This is an optimization exercise on Yosys and OpenROAD, whose aim is small area and a short achievable clock period, not a production implementation. Only simulation tests tie the RTL to the original design; equivalence was not proved. No activity file was given, so power comes from the tool's default toggle rates. The flow treats the clock pin as an ideal source, which a real chip does not have.

Setup of the reference run:
==> flow/design.v <==
module microarch_trace_buffer #(
    parameter int          NUM_STAGES  = 4,
    parameter int          DE_IDX      = 1,
    parameter int          PC_W        = 32,
    parameter int          DEPTH       = 16,
    parameter int          TS_W        = 16,
    parameter logic [31:0] FINISH_INSN = 32'h00002013,
    localparam int         AW          = $clog2(DEPTH),
    localparam int         LVL_W       = AW + 1
) (
    input  logic                       clk,
    input  logic                       rst_n,
    input  logic                       if_req_i,
    input  logic [NUM_STAGES-1:0]      ev_valid_i,
    input  logic [NUM_STAGES*PC_W-1:0] ev_pc_i,
    input  logic [31:0]                de_insn_i,
    output logic                       rec_valid_o,
    input  logic                       rec_ready_i,
    output logic [NUM_STAGES-1:0]      rec_mask_o,
    output logic [NUM_STAGES*PC_W-1:0] rec_pc_o,
    output logic [31:0]                rec_insn_o,
    output logic [TS_W-1:0]            rec_cycle_o,
    output logic                       rec_lost_o,
    output logic [15:0]                drop_cnt_o,
    output logic [LVL_W-1:0]           level_o,
    output logic                       finish_o
);
    localparam int MD   = DEPTH - 1;                
    localparam int PCS  = NUM_STAGES * PC_W;
    logic [PCS-1:0]             m_pc    [MD];
    logic [31:0]                m_insn  [MD];
    logic [NUM_STAGES-1:0]      m_mask  [MD];
    logic [TS_W-1:0]            m_cyc   [MD];
    logic                       m_lost  [MD];
    logic [NUM_STAGES-1:0]      h_mask_q;
    logic [PCS-1:0]             h_pc_q;
    logic [31:0]                h_insn_q;
    logic [TS_W-1:0]            h_cyc_q;
    logic                       h_lost_q;
    logic                       prev_req_q;
    logic [PC_W-1:0]            prev_pc_q;
    logic [TS_W-1:0]            cycle_q;
    logic [15:0]                drop_cnt_q;
    logic                       lost_q;
    logic [LVL_W-1:0]           count_q;
    logic                       valid_q;    
    logic                       one_q;      
    logic                       in_sel_q;   
    logic [MD-1:0]              wsel_q;     
    logic [MD-1:0]              rptr_q;     
    logic [MD-1:0]              rsel_q;     
    logic                       armed_q, drain_q, finish_q;
    logic                       fetch_evt, any_evt;
    logic [NUM_STAGES-1:0]      evt_mask;
    logic [PCS-1:0]             in_pc;      
    logic [31:0]                evt_insn;
    assign fetch_evt = if_req_i && (!prev_req_q || (ev_pc_i[PC_W-1:0] != prev_pc_q));
    assign evt_mask  = {ev_valid_i[NUM_STAGES-1:1], fetch_evt};
    assign any_evt   = fetch_evt || (|ev_valid_i[NUM_STAGES-1:1]);
    assign evt_insn  = ev_valid_i[DE_IDX] ? de_insn_i : '0;
    genvar gi;
    generate
        for (gi = 0; gi < NUM_STAGES; gi++) begin : g_lane
            if (gi == 0) begin : g_fetch
                assign in_pc[gi*PC_W +: PC_W] = ev_pc_i[gi*PC_W +: PC_W];
            end else begin : g_stage
                assign in_pc[gi*PC_W +: PC_W] = ev_valid_i[gi] ? ev_pc_i[gi*PC_W +: PC_W] : '0;
            end
        end
    endgenerate
    logic             rdy, full, ge2, ge3, eq2, sat;
    logic [LVL_W-1:0] count_inc, count_dec;
    assign rdy       = rec_ready_i;
    assign full      = count_q[LVL_W-1];            
    assign ge2       = !in_sel_q;
    assign ge3       = ge2 && !eq2;
    assign eq2       = (count_q == LVL_W'(2));
    assign sat       = &drop_cnt_q;
    assign count_inc = count_q + 1'b1;
    assign count_dec = count_q - 1'b1;
    logic [LVL_W-1:0] count_n, count_e;
    logic             valid_n, one_n, ring_n, one_e, ring_e, up_e, wadv_e, drop_e;
    logic             radv;
    assign count_n = (valid_q && rdy) ? count_dec : count_q;
    assign up_e    = rdy ? !valid_q : !full;
    assign count_e = up_e ? count_inc : count_q;
    assign valid_n = rdy ? ge2 : valid_q;
    assign one_n   = rdy ? eq2 : one_q;
    assign one_e   = !valid_q || (rdy && one_q);
    assign ring_n  = rdy ? ge3 : ge2;
    assign ring_e  = rdy ? ge2 : valid_q;
    assign wadv_e  = valid_q && (rdy ? !one_q : !full);
    assign drop_e  = full && !rdy;
    assign radv    = rdy && ge2;
    logic [LVL_W-1:0] count_d;
    logic             valid_d, one_d, ring_d, wadv, drop;
    assign count_d = any_evt ? count_e : count_n;
    assign valid_d = any_evt || valid_n;
    assign one_d   = any_evt ? one_e : one_n;
    assign ring_d  = any_evt ? ring_e : ring_n;
    assign wadv    = any_evt && wadv_e;
    assign drop    = any_evt && drop_e;
    logic m_wen_ok, h_load;
    assign m_wen_ok = !full || rdy;
    assign h_load   = !valid_q || rdy;
    always_ff @(posedge clk) begin
        for (int i = 0; i < MD; i++) begin
            if (wsel_q[i] && m_wen_ok) begin
                m_pc[i]   <= in_pc;
                m_insn[i] <= evt_insn;
                m_mask[i] <= evt_mask;
                m_cyc[i]  <= cycle_q;
                m_lost[i] <= lost_q;
            end
        end
    end
    logic [PCS-1:0]        r_pc, n_pc;
    logic [31:0]           n_insn;
    logic [NUM_STAGES-1:0] n_mask;
    logic [TS_W-1:0]       n_cyc;
    logic                  n_lost, in_take;
    assign in_take = in_sel_q && any_evt;
    always_comb begin
        r_pc   = '0;
        n_insn = evt_insn & {32{in_sel_q}};
        n_mask = evt_mask & {NUM_STAGES{in_sel_q}};
        n_cyc  = cycle_q  & {TS_W{in_take}};
        n_lost = lost_q   & in_take;
        for (int i = 0; i < MD; i++) begin
            r_pc   = r_pc   | (m_pc[i]   & {PCS{rsel_q[i]}});
            n_insn = n_insn | (m_insn[i] & {32{rsel_q[i]}});
            n_mask = n_mask | (m_mask[i] & {NUM_STAGES{rsel_q[i]}});
            n_cyc  = n_cyc  | (m_cyc[i]  & {TS_W{rsel_q[i]}});
            n_lost = n_lost | (m_lost[i] & rsel_q[i]);
        end
    end
    logic [MD-1:0] m_mask0_sel;
    always_comb begin
        for (int i = 0; i < MD; i++) m_mask0_sel[i] = m_mask[i][0] && rsel_q[i];
    end
    assign n_pc[PCS-1:PC_W] = r_pc[PCS-1:PC_W] | (in_pc[PCS-1:PC_W] & {(PCS-PC_W){in_sel_q}});
    assign n_pc[PC_W-1:0]   = (r_pc[PC_W-1:0] & {PC_W{|m_mask0_sel}}) |
                              (in_pc[PC_W-1:0] & {PC_W{in_sel_q && fetch_evt}});
    always_ff @(posedge clk or negedge rst_n) begin
        if (!rst_n) begin
            h_mask_q <= '0;
            h_pc_q   <= '0;
            h_insn_q <= '0;
            h_cyc_q  <= '0;
            h_lost_q <= 1'b0;
        end else if (h_load) begin
            h_mask_q <= n_mask;
            h_pc_q   <= n_pc;
            h_insn_q <= n_insn;
            h_cyc_q  <= n_cyc;
            h_lost_q <= n_lost;
        end
    end
    assign rec_valid_o = valid_q;
    assign rec_mask_o  = h_mask_q;
    assign rec_pc_o    = h_pc_q;
    assign rec_insn_o  = h_insn_q;
    assign rec_cycle_o = h_cyc_q;
    assign rec_lost_o  = h_lost_q;
    assign drop_cnt_o  = drop_cnt_q;
    assign level_o     = count_q;
    assign finish_o    = finish_q;
    always_ff @(posedge clk or negedge rst_n) begin
        if (!rst_n) begin
            prev_req_q <= 1'b0;
            prev_pc_q  <= '0;
            cycle_q    <= '0;
            drop_cnt_q <= '0;
            lost_q     <= 1'b0;
            count_q    <= '0;
            valid_q    <= 1'b0;
            one_q      <= 1'b0;
            in_sel_q   <= 1'b1;
            wsel_q     <= MD'(1);
            rptr_q     <= MD'(1);
            rsel_q     <= '0;
        end else begin
            prev_req_q <= if_req_i;
            prev_pc_q  <= ev_pc_i[PC_W-1:0];
            cycle_q    <= cycle_q + 1'b1;
            if (drop && !sat) begin
                drop_cnt_q <= drop_cnt_q + 16'd1;
            end
            if (any_evt) begin
                lost_q <= drop_e;
            end
            count_q  <= count_d;
            valid_q  <= valid_d;
            one_q    <= one_d;
            in_sel_q <= !ring_d;
            if (wadv) begin
                wsel_q <= {wsel_q[MD-2:0], wsel_q[MD-1]};
            end
            if (radv) begin
                rptr_q <= {rptr_q[MD-2:0], rptr_q[MD-1]};
            end
            if (!ring_d) begin
                rsel_q <= '0;
            end else if (radv) begin
                rsel_q <= {rptr_q[MD-2:0], rptr_q[MD-1]};
            end else begin
                rsel_q <= rptr_q;
            end
        end
    end
    always_ff @(posedge clk or negedge rst_n) begin
        if (!rst_n) begin
            armed_q  <= 1'b0;
            drain_q  <= 1'b0;
            finish_q <= 1'b0;
        end else begin
            if (!armed_q && !drain_q && !finish_q) begin
                if (ev_valid_i[DE_IDX] && (de_insn_i == FINISH_INSN)) begin
                    armed_q <= 1'b1;
                end
            end
            if (armed_q && ev_valid_i[NUM_STAGES-1]) begin
                armed_q <= 1'b0;
                drain_q <= 1'b1;
            end
            if (drain_q && !valid_q && !any_evt) begin
                drain_q  <= 1'b0;
                finish_q <= 1'b1;
            end
        end
    end
endmodule
clock: 5.2 ns
lec_check: 0
cap_margin: 20
core_margin: 2
core_utilization: 40
slew_margin: 20
run.sh (not shown) runs the stock make flow with config.mk's settings and CLKGATE_MAP_FILE= SYNTH_SCRIPT=/design/flow/synth_recipe.tcl, a recipe that flattens the netlist after the stock synthesis.
> inputs changed (the reference run -> the trial run)
==> flow/flow/run.sh (new file) <==
#!/bin/bash
# Standard ORFS layout with a smaller port buffer cell and no CTS dummy loads.
export BUFFER_PORTS_ARGS="-buffer_cell sky130_fd_sc_hd__buf_2"
export CTS_ARGS="-sink_clustering_enable -repair_clock_nets -dont_use_dummy_load"
bash standard.sh finish > standard.log 2>&1
==> flow/standard.sh (new file) <==
#!/bin/bash
# synth_recipe.tcl (not shown) runs the flow's synth.tcl, then flattens the netlist and writes it again
# the make line also repeats each setting of config.mk as NAME=value (left out here)
make -C /OpenROAD-flow-scripts/flow DESIGN_CONFIG=/design/flow/config.mk WORK_HOME=/design/flow/orfs CLKGATE_MAP_FILE= SYNTH_SCRIPT=/design/flow/synth_recipe.tcl "${@:-finish}"
removed: flow/run.sh
==> summary.txt <==
Going from the reference run to the trial run, combinational-cell power consumption saw a decrease; final design instance area without fill fell by about 3.4%.
The trial run against the reference run: clock period minus worst slack shrank by 50 ps, power density over cell area went down 16 mW/mm^2.

========
microarch_trace_buffer, a different RTL version from the one above (not shown whole).
Size in the first run: about 6400 cells after synthesis, roughly 110000 um2 of cells after synthesis.
## microarch_trace_buffer
module microarch_trace_buffer #(
    parameter int          NUM_STAGES  = 4,
    parameter int          DE_IDX      = 1,
    parameter int          PC_W        = 32,
    parameter int          DEPTH       = 16,
    parameter int          TS_W        = 16,
    parameter logic [31:0] FINISH_INSN = 32'h00002013,
    localparam int         AW          = $clog2(DEPTH),
    localparam int         LVL_W       = AW + 1
) (
    input  logic                       clk,
    input  logic                       rst_n,
    input  logic                       if_req_i,
    input  logic [NUM_STAGES-1:0]      ev_valid_i,
    input  logic [NUM_STAGES*PC_W-1:0] ev_pc_i,
    input  logic [31:0]                de_insn_i,
    output logic                       rec_valid_o,
    input  logic                       rec_ready_i,
    output logic [NUM_STAGES-1:0]      rec_mask_o,
    output logic [NUM_STAGES*PC_W-1:0] rec_pc_o,
    output logic [31:0]                rec_insn_o,
    output logic [TS_W-1:0]            rec_cycle_o,
    output logic                       rec_lost_o,
    output logic [15:0]                drop_cnt_o,
    output logic [LVL_W-1:0]           level_o,
    output logic                       finish_o
);
export LEC_CHECK = 0
export CAP_MARGIN = 20
export CORE_MARGIN = 2
export CORE_UTILIZATION = 60
export SETUP_SLACK_MARGIN = 2.8
export SLEW_MARGIN = 60
export SYNTH_HIERARCHICAL = 1
export SYNTH_MINIMUM_KEEP_SIZE = 0
create_clock -name core_clock -period 5.2 [get_ports {clk}]
standard.sh (not shown) runs the stock make flow with config.mk's settings and CLKGATE_MAP_FILE= SYNTH_SCRIPT=/design/flow/synth_recipe.tcl, a recipe that flattens the netlist after the stock synthesis.
==> flow/flow/run.sh <==
#!/bin/bash
# Standard ORFS layout with a smaller port buffer cell and larger CTS sink clusters.
export BUFFER_PORTS_ARGS="-buffer_cell sky130_fd_sc_hd__buf_2"
export CTS_ARGS="-sink_clustering_enable -repair_clock_nets -dont_use_dummy_load -sink_clustering_size 30 -sink_clustering_max_diameter 80"
bash standard.sh finish > standard.log 2>&1
Then changed:
- SETUP_SLACK_MARGIN: 2.8 -> 2.9
- SLEW_MARGIN: 60 -> 75
Effect:
- The changed run went through all stages and came out clean
- wire length goes up by 2.4%
- synthesized cell count is unchanged
- worst setup slack gains 0.014 ns
- synthesized area stays the same
- total power goes up by 0.34%
Then changed:
- PLACE_DENSITY: unset -> 0.8
- SETUP_SLACK_MARGIN: 2.9 -> 2.8
- SLEW_MARGIN: 75 -> 65
After rerunning: Worst setup slack is worse by 0.028 ns; final cell count is lower by a few percent; synthesized cell count is unchanged; cell area falls by a few percent; first-iteration DRC count went up by a quarter to a third; total power goes down by a few percent; global-route usage drops by 1.5 points; via count came out higher slightly; core utilization drops by 2.9 points; sequential cell count does not change.

========
Another version of the RTL of microarch_trace_buffer (not shown whole).
Size in the first run: roughly 6200 cells after synthesis, about 3000 flip-flops, ~0.11 sq mm of cells after synthesis.
Design microarch_trace_buffer, start of the top module:
module microarch_trace_buffer #(
    parameter int          NUM_STAGES  = 4,
    parameter int          DE_IDX      = 1,
    parameter int          PC_W        = 32,
    parameter int          DEPTH       = 16,
    parameter int          TS_W        = 16,
    parameter logic [31:0] FINISH_INSN = 32'h00002013,
    localparam int         AW          = $clog2(DEPTH),
    localparam int         LVL_W       = AW + 1
) (
    input  logic                       clk,
    input  logic                       rst_n,
    input  logic                       if_req_i,
    input  logic [NUM_STAGES-1:0]      ev_valid_i,
    input  logic [NUM_STAGES*PC_W-1:0] ev_pc_i,
    input  logic [31:0]                de_insn_i,
    output logic                       rec_valid_o,
    input  logic                       rec_ready_i,
    output logic [NUM_STAGES-1:0]      rec_mask_o,
    output logic [NUM_STAGES*PC_W-1:0] rec_pc_o,
    output logic [31:0]                rec_insn_o,
    output logic [TS_W-1:0]            rec_cycle_o,
    output logic                       rec_lost_o,
    output logic [15:0]                drop_cnt_o,
    output logic [LVL_W-1:0]           level_o,
    output logic                       finish_o
);
export LEC_CHECK = 0
export CAP_MARGIN = 20
export CORE_MARGIN = 2
export CORE_UTILIZATION = 60
export SETUP_SLACK_MARGIN = 2.8
export SLEW_MARGIN = 20
export SYNTH_HIERARCHICAL = 1
export SYNTH_MINIMUM_KEEP_SIZE = 0
create_clock -name core_clock -period 5.2 [get_ports {clk}]
==> flow/flow/run.sh <==
#!/bin/bash
# Standard ORFS layout with a smaller port buffer cell and no CTS dummy loads.
export BUFFER_PORTS_ARGS="-buffer_cell sky130_fd_sc_hd__buf_2"
export CTS_ARGS="-sink_clustering_enable -repair_clock_nets -dont_use_dummy_load"
bash standard.sh finish > standard.log 2>&1
The starting point passed the timing, design-rule and antenna checks.
Change:
==> flow/flow/run.sh (replaced) <==
#!/bin/bash
# Standard ORFS layout with a smaller port buffer cell and larger CTS sink clusters.
export BUFFER_PORTS_ARGS="-buffer_cell sky130_fd_sc_hd__buf_2"
export CTS_ARGS="-sink_clustering_enable -repair_clock_nets -dont_use_dummy_load -sink_clustering_size 30 -sink_clustering_max_diameter 80"
bash standard.sh finish > standard.log 2>&1
Result: Global-route usage went down by 0.11 points; clock-buffer cell count drops by 175; area after synthesis does not change; setup slack gets better by 30 ps; clock power decreases by well over a third; synthesized cell count stays the same; sequential power stays flat; design area goes down by a few percent; core utilization came out lower by 2.2 points.

========
microarch_trace_buffer with an RTL version that a note above also has.
Size in the first run: ~6,400 cells after synthesis, ~0.11 mm² of cells after synthesis.
export LEC_CHECK = 0
export CAP_MARGIN = 20
export CORE_MARGIN = 2
export CORE_UTILIZATION = 60
export SETUP_SLACK_MARGIN = 2.8
export SLEW_MARGIN = 65
export SYNTH_HIERARCHICAL = 1
export SYNTH_MINIMUM_KEEP_SIZE = 0
create_clock -name core_clock -period 5.2 [get_ports {clk}]
==> flow/flow/run.sh <==
#!/bin/bash
# Standard ORFS layout with a smaller port buffer cell, larger CTS sink
# clusters and smaller clock buffers below the root.
export BUFFER_PORTS_ARGS="-buffer_cell sky130_fd_sc_hd__buf_2"
export CTS_ARGS="-sink_clustering_enable -repair_clock_nets -dont_use_dummy_load -sink_clustering_size 20 -sink_clustering_max_diameter 60 -buf_list sky130_fd_sc_hd__clkbuf_8 -root_buf sky130_fd_sc_hd__clkbuf_16"
bash standard.sh finish > standard.log 2>&1
Change:
==> flow/flow/run.sh (replaced) <==
#!/bin/bash
# Standard ORFS layout with a smaller port buffer cell and larger CTS sink clusters.
export BUFFER_PORTS_ARGS="-buffer_cell sky130_fd_sc_hd__buf_2"
export CTS_ARGS="-sink_clustering_enable -repair_clock_nets -dont_use_dummy_load -sink_clustering_size 30 -sink_clustering_max_diameter 80"
bash standard.sh finish > standard.log 2>&1
GPL_TIMING_DRIVEN = 1   (was default)
What happened: The changed run ran to the end with no violations. Core utilization rose by 0.35 points. Die area does not change. Via count hardly moves. Setup slack improved by 0.051 ns. Total power increases by 3.9%. Cell area rose by 0.51%. Final cell count came out lower by 0.70%. Clock power is higher by about 10%. Routed wire length drops by 0.38%.

re-timing with driven ports:
No port has a modelled driver above. Below, the same layouts with a new extraction and two added sets of constraints. Step 1 sets driving cells, clkbuf_16 on the clock port and buf_2 on the other inputs (assumed; they add their load-dependent delay and slew). Step 2 adds t to the input delays and takes it off the output delays; t is the mean of the earliest and latest rising clock arrival at the registers after step 1. Input paths then give back, and output paths get back, about the clock's delay inside the block. Slacks: ideal / step 1 / step 2; pairs: ideal / step 1.
run | t (ns) | slack for setup (ns) | worst hold slack (ns) | clock arrival spread, ns | worst slew at a driven data input, ns
the reference run | 0.951 | 1.310 / 1.386 / 0.435 | 0.121 / 0.073 / 0.475 | 0.062 / 0.062 | 0.16
the trial run | 0.922 | 1.360 / 1.427 / 0.518 | 0.262 / 0.210 / 0.486 | 0.089 / 0.088 | 0.17
the first run of note 2 | 0.917 | 2.661 / 2.561 / 1.865 | 0.469 / 0.392 / 0.515 | 0.067 / 0.068 | 0.18
the second run of note 2 | 0.905 | 2.675 / 2.575 / 1.974 | 0.405 / 0.358 / 0.510 | 0.061 / 0.060 | 0.18
the third run of note 2 | 0.898 | 2.647 / 2.561 / 1.903 | 0.453 / 0.395 / 0.519 | 0.097 / 0.098 | 0.21
the first run of note 3 | 1.028 | 2.576 / 2.480 / 1.651 | 0.083 / 0.038 / 0.489 | 0.037 / 0.038 | 0.14
the second run of note 3 | 0.913 | 2.606 / 2.557 / 1.759 | 0.170 / 0.133 / 0.495 | 0.051 / 0.050 | 0.15
the first run of note 4 | 0.941 | 2.612 / 2.512 / 1.895 | 0.439 / 0.374 / 0.513 | 0.077 / 0.078 | 0.19
the second run of note 4 | 0.899 | 2.663 / 2.567 / 1.904 | 0.465 / 0.403 / 0.512 | 0.069 / 0.069 | 0.17
After both steps every run listed still meets setup and hold. The setup slack of the first run of note 3, which loses most, moves by -0.096 ns with the drivers and by -0.925 ns with both steps.
